Context: an optimization exercise on an open-source flow, tuned for small area and a short achievable clock period. The choices shown serve that exercise and are no tape-out recipe. In this exercise RTL edits were held to simulation tests only and were not proved equivalent to the original.

## flow/constraint.sdc

```tcl
create_clock -name core_clock -period 9.0 [get_ports {clk}]
set_input_delay 1.8000 -clock core_clock [delete_from_list [all_inputs] [get_ports {clk}]]
set_output_delay 1.8000 -clock core_clock [all_outputs]
set_load 0.01 [all_outputs]
```

## flow/design.v

```verilog
package fb_pkg;
    localparam logic [1:0] FB_MODE_FB      = 2'b00;
    localparam logic [1:0] FB_MODE_CONST   = 2'b01;
    localparam logic [1:0] FB_MODE_UNGATED = 2'b10;
    localparam logic [1:0] FB_MODE_OFF     = 2'b11;
    typedef enum logic [1:0] {IDLE, DELAY, ACTIVE, GAP} fb_state_t;
    function automatic int fb_latency(input int n_ch);
        fb_latency = 3 + $clog2(n_ch);
    endfunction
endpackage
module fb_window_gen
#(
    parameter int CNT_W = 8
) (
    input  logic             clk,
    input  logic             rst_n,
    input  logic             trig,
    input  logic [2:0]       no_bunches,
    input  logic [3:0]       no_samples,
    input  logic [CNT_W-1:0] sample_spacing,
    input  logic [CNT_W-1:0] start_delay,
    output logic             gate,
    output logic             busy
);
    fb_pkg::fb_state_t        state;
    logic             trig_d;
    logic             go;
    logic [2:0]       bunches;
    logic [3:0]       samples;
    logic [CNT_W-1:0] spacing;
    logic [CNT_W-1:0] cnt;
    logic [CNT_W-1:0] win;
    assign go   = trig && !trig_d && no_bunches != 3'd0 && no_samples != 4'd0;
    assign win  = CNT_W'(samples) - CNT_W'(1);
    assign gate = state == fb_pkg::ACTIVE;
    assign busy = state != fb_pkg::IDLE;
    always_ff @(posedge clk or negedge rst_n) begin
        if (!rst_n) begin
            state   <= fb_pkg::IDLE;
            trig_d  <= 1'b0;
            bunches <= '0;
            samples <= '0;
            spacing <= '0;
            cnt     <= '0;
        end else begin
            trig_d <= trig;
            case (state)
                fb_pkg::IDLE: if (go) begin
                    bunches <= no_bunches;
                    samples <= no_samples;
                    spacing <= sample_spacing;
                    state   <= start_delay == '0 ? fb_pkg::ACTIVE : fb_pkg::DELAY;
                    cnt     <= start_delay == '0 ? CNT_W'(no_samples) - CNT_W'(1) : start_delay - CNT_W'(1);
                end
                fb_pkg::DELAY: begin
                    state <= cnt == '0 ? fb_pkg::ACTIVE : fb_pkg::DELAY;
                    cnt   <= cnt == '0 ? win : cnt - CNT_W'(1);
                end
                fb_pkg::ACTIVE: begin
                    if (cnt != '0) cnt <= cnt - CNT_W'(1);
                    else if (bunches == 3'd1) state <= fb_pkg::IDLE;
                    else begin
                        bunches <= bunches - 3'd1;
                        state   <= spacing > CNT_W'(samples) ? fb_pkg::GAP : fb_pkg::ACTIVE;
                        cnt     <= spacing > CNT_W'(samples) ? spacing - CNT_W'(samples) - CNT_W'(1) : win;
                    end
                end
                fb_pkg::GAP: begin
                    state <= cnt == '0 ? fb_pkg::ACTIVE : fb_pkg::GAP;
                    cnt   <= cnt == '0 ? win : cnt - CNT_W'(1);
                end
                default: state <= fb_pkg::IDLE;
            endcase
        end
    end
endmodule
module fb_combiner_n
#(
    parameter int N_CH      = 4,
    parameter int DATA_W    = 15,
    parameter int COEF_W    = 18,
    parameter int FRAC_BITS = 14,
    parameter int OUT_W     = 13,
    parameter int CNT_W     = 8
) (
    input  logic                     clk,
    input  logic                     rst_n,
    input  logic                     trig,
    input  logic [N_CH*DATA_W-1:0]   data_in,
    input  logic [N_CH*COEF_W-1:0]   coef,
    input  logic [N_CH-1:0]          ch_en,
    input  logic [1:0]               mode,
    input  logic [OUT_W-1:0]         const_dac,
    input  logic [2:0]               no_bunches,
    input  logic [3:0]               no_samples,
    input  logic [CNT_W-1:0]         sample_spacing,
    input  logic [CNT_W-1:0]         start_delay,
    input  logic                     sat_clr,
    output logic [OUT_W-1:0]         fb_sgnl,
    output logic                     dac_cond,
    output logic                     busy,
    output logic                     sat_flag
);
    localparam int LAT = fb_pkg::fb_latency(N_CH);
    localparam int PW  = DATA_W + COEF_W;
    localparam int TW  = PW - FRAC_BITS + $clog2(N_CH);
    localparam logic signed [PW-1:0] RND  = PW'(1 << (FRAC_BITS - 1));
    localparam logic signed [TW-1:0] MAXV = TW'((1 << (OUT_W - 1)) - 1);
    localparam logic signed [TW-1:0] MINV = TW'(-(1 << (OUT_W - 1)));
    logic                    gate;
    logic                    g;
    logic [LAT-2:0]          gsr;
    logic signed [PW-1:0]    mul  [N_CH];
    logic signed [PW-1:0]    prod [N_CH];
    logic signed [TW-1:0]    node [2*N_CH-1];
    logic signed [OUT_W-1:0] clamped;
    logic                    sat;
    logic                    drive;
    fb_window_gen #(.CNT_W(CNT_W)) u_win (
        .clk            (clk),
        .rst_n          (rst_n),
        .trig           (trig),
        .no_bunches     (no_bunches),
        .no_samples     (no_samples),
        .sample_spacing (sample_spacing),
        .start_delay    (start_delay),
        .gate           (gate),
        .busy           (busy)
    );
    always_comb begin
        for (int i = 0; i < N_CH; i++)
            mul[i] = PW'($signed(data_in[i*DATA_W +: DATA_W])) * PW'($signed(coef[i*COEF_W +: COEF_W]));
    end
    always_ff @(posedge clk or negedge rst_n) begin
        if (!rst_n) begin
            for (int i = 0; i < N_CH; i++) prod[i] <= '0;
            for (int n = 0; n < 2*N_CH-1; n++) node[n] <= '0;
        end else begin
            for (int i = 0; i < N_CH; i++) begin
                prod[i]        <= ch_en[i] ? mul[i] : '0;
                node[N_CH-1+i] <= TW'((prod[i] + RND) >>> FRAC_BITS);
            end
            for (int n = 0; n < N_CH-1; n++) node[n] <= node[2*n+1] + node[2*n+2];
        end
    end
    assign g = gsr[LAT-2];
    always_comb begin
        sat     = node[0] > MAXV || node[0] < MINV;
        clamped = node[0] > MAXV ? MAXV[OUT_W-1:0] : node[0] < MINV ? MINV[OUT_W-1:0] : node[0][OUT_W-1:0];
        drive   = mode == fb_pkg::FB_MODE_UNGATED || (mode == fb_pkg::FB_MODE_FB && g);
    end
    always_ff @(posedge clk or negedge rst_n) begin
        if (!rst_n) begin
            gsr      <= '0;
            fb_sgnl  <= '0;
            dac_cond <= 1'b0;
            sat_flag <= 1'b0;
        end else begin
            gsr      <= {gsr[LAT-3:0], gate};
            fb_sgnl  <= drive ? clamped : (mode == fb_pkg::FB_MODE_CONST && g) ? const_dac : '0;
            dac_cond <= mode == fb_pkg::FB_MODE_UNGATED || (g && mode != fb_pkg::FB_MODE_OFF);
            sat_flag <= (drive && sat) || (sat_flag && !sat_clr);
        end
    end
endmodule
```

## flow/config.mk

```make
export PLATFORM = sky130hd
export DESIGN_NAME = fb_combiner_n
export DESIGN_NICKNAME = fb_combiner_n
export VERILOG_FILES = /design/flow/design.v
export SDC_FILE = /design/flow/constraint.sdc
export NUM_CORES = 4
export LEC_CHECK = 0
export CAP_MARGIN = 20
export CORE_MARGIN = 2
export CORE_UTILIZATION = 40
export SLEW_MARGIN = 20
```

## flow/run.sh

```bash
#!/bin/bash
# synth_recipe.tcl (not shown) runs the flow's synth.tcl, then flattens the netlist and writes it again
# the make line also repeats each setting of config.mk as NAME=value (left out here)
make -C /OpenROAD-flow-scripts/flow DESIGN_CONFIG=/design/flow/config.mk WORK_HOME=/design/flow/orfs CLKGATE_MAP_FILE= SYNTH_SCRIPT=/design/flow/synth_recipe.tcl finish
```

==> flow_summary.ini <==
[die]
die_w_um = 358.1
dieArea_mm2 = 0.1282
num_rows = 129
start_util_pct = 40.40
fp.coreArea_mm2 = 0.1241
pin_count = 194
dieHeight_um = 358.1

[place]
placedCellCount = 7116
dpl-instance-area_mm2 = 0.05443
place_ws_ps = 259.8
place_congestion = 0.8690
hpwl_mm = 95.12
io_buffers = 193

[synthesis]
synthArstFlopShare_pct = 100.0
ys_seq_area_share_pct = 13.07
synth_top_cells_by_count = inv_1 (1250), fa_1 (1044), nand2_1 (657)
synth_warnings = 5
yosysTopAreaCell = fa_1
netlist_top_cells_area = fa_1 (42%), dfrtp_1 (13%), ha_1 (10%), inv_1 (9.4%), and2_1 (6.1%)
syn_area_mm2 = 0.05014
avgSynthCellArea_um2 = 9.399
synth_seq_cells = 262
syn-num-nets = 6969
synth_top_area_share_pct = 41.68
netlist_instances = 5335
ys_types = 72
synth_flop_cell = dfrtp_1
synth_edf_count = 0
synth.most_common_cell = inv_1

[global_routing]
grt_pass1_vias = 37776
grtUsageTotal_pct = 18.25
antenna_found_initial = 3
grt_pass1_wl_mm = 190.6
grt_start_max_net_pins = 136
grt_remaining_overflow = 0

[worst_setup_path]
cpMaxStageDelayCell = clkdlybuf4s50_1
timing.rr.start = node[1][0]
cp-endpoint = prod[0][32]
cp_slowest_stage_delay_ps = 580
crit_fanout = 8
crit_arrival_ps = 8530
path_cells = clkdlybuf4s50_1 -> buf_4 -> and2_1 -> fa_1 -> inv_1 -> fa_1 -> inv_1 -> fa_1 -> fa_1 -> fa_1 -> inv_1 -> fa_1 -> inv_1 -> ha_1 -> a21oi_1 -> o21ai_0 -> a2111oi_2 -> o21ai_2 -> a31o_4 -> a41o_1 -> o41ai_4 -> o21ai_1 -> xnor2_1 -> nor2_1
crit_path_start_kind = input port
reg2reg_to = node[0][10]
r2r_cells = 13
crit_required_ps = 9470
worst-setup-path-type = input port to register
r2r_slack_ps = 5990
crit_start = coef[9]
worst_path_most_repeated_cell = fa_1
endpoint_kind = register

[final_layout]
instances_no_fill = 7173
multi_input_area_mm2 = 0.03823
fin_area_mm2 = 0.05546
seq_area_mm2 = 0.006556
syn_to_final_growth_pct = 10.60
fill_cells = 12028
nets = 7146
post-route-util_pct = 44.68
layout-drive-gt1-share_pct = 3.541

[routing]
routed.top_layer = met5
drt-total-wl_mm = 111.6
met3WireLength_mm = 4.461
drc_errors = 0
ant_nets = 0
wl_met1_mm = 48.88
vias = 34575
wl_met2_mm = 55.95
wl_per_cell_um = 15.55
vias_per_cell = 4.820
drt_pass1_iterations = 5
initialDrtViolationCount = 1605

[clocking]
post_cts_resized = 0
cts_inserted_buffers = 30
cts_root_buffer = clkbuf_16
cts_sinks = 262
hold_buffers = 0
htreeDepth = 1
post_cts_buffers = 0
clockBufferDepth = 3
clk_pin_slew_ps = 60
cts_tree = done
clock_latency_ps = 590

[outcome]
status = finished clean

[sta]
slew_violations = 0
setup_slack_ps = 939.6
period_needed_ps = 8060
finalSetupViolCount = 0
tns_ps = 0
max_freq_ghz = 0.1241
holdWs_ps = 353.9
skew_ps = 43.42
tightest_slew_ps = 836.0
slew_headroom_pct = 43.68
rsz0062_at_grt = no
fin_crit_sh_pct = 89.56
finalHoldViolCount = 0

[job]
max_cap_viol_count = 0

[worst_hold_path]
hold_class = register to register
==> metal layers <==
metal  GRT usage, %  vias to the layer above
met5              0                        -
met4          3.607                        4
met3          1.786                      140
met2          32.20                      635
met1          24.44                    17606
li1               -                    16190
==> worst min path at each step <==
| stage | start | to | slack, ps | cells past startpoint |
|---|---|---|---|---|
| finish | gsr[1] | gsr[2] | 350 | 0 |
| global route | gsr[1] | gsr[2] | 360 | 0 |
| CTS | gsr[1] | gsr[2] | 350 | 0 |
| detailed placement | gsr[0] | gsr[1] | 340 | 0 |
| global placement | gsr[2] | gsr[3] | 340 | 0 |
| floorplan | gsr[0] | gsr[1] | 330 | 0 |
==> registers in the layout (all words and copies together) (netlist names) <==
| name | count |
|---|---|
| u_win.bunches | 3 |
| sat_flag | 1 |
| fb_sgnl | 13 |
| dac_cond | 1 |
| u_win.cnt | 8 |
| u_win.spacing | 8 |
| u_win.state | 2 |
| u_win.trig_d | 1 |
| u_win.samples | 4 |
| gsr | 4 |
| prod | 80 |
| node | 137 |
==> kinds of logic after synthesis <==
logic type / count (synthesis) / share of synthesized area (%)
flops: 262 / 13.07
buf+inv: 1426 / 10.68
xor+xnor: 221 / 3.860
mux: 10 / 0.2146
compound gates: 374 / 4.704
fa+ha+maj: 1456 / 51.96
simple gates: 1586 / 15.51
==> final cells by class <==
| class | instances | area share (%) |
|---|---|---|
| flip-flops and latches | 262 | 11.82 |
| well taps | 1637 | 3.693 |
| clock inverters | 8 | 0.1715 |
| inverters | 1251 | 8.467 |
| repair buffers | 320 | 5.270 |
| clock buffers | 47 | 1.631 |
| diodes | 1 | 0.004512 |
| multi-input cells | 3647 | 68.94 |
==> worst max-delay path: cells and delay by family <==
family          cells  cell delay, ps
xor+xnor            1             170
compound gates      8            2030
fa+ha+maj           7            3250
simple gates        2             230
buf+inv             6            1020
==> placed cells by master (no fill, tap or decap), types with 122 or more instances in the layout <==
master,netlist,layout
nor2_1,174,174
clkdlybuf4s50_1,0,192
ha_1,412,412
buf_4,0,125
xnor2_1,161,161
fa_1,1044,1044
dfrtp_1,262,262
inv_1,1250,1250
nand2_1,657,657
a21oi_1,122,122
and2_1,492,492

==> static timing again, ports no longer ideal <==
In the flow no input, the clock included, has a driving cell. The finished layout below was timed again as built, in two steps. Step 1, drivers: a clkbuf_16 drives clk and a buf_2 each remaining input, both assumed. Step 2, shift: input delay + t, output delay - t, t = (earliest + latest rising clock arrival at the registers) / 2. This alone moves slack from input paths to output paths. Slacks: ideal ports / drivers / drivers and shift; pairs: ideal ports / drivers.
shift t [ns]: 0.637
setup slack, ns: 0.940 / 0.982 / 0.345
hold slack, ns: 0.354 / 0.354 / 0.354
latest minus earliest clock arrival (ns): 0.045 / 0.044
worst data-port slew with drivers (ns): 0.12
After both steps setup and hold are still met in this run. The setup slack of this run moves by +0.042 ns with the drivers and by -0.595 ns with both steps.
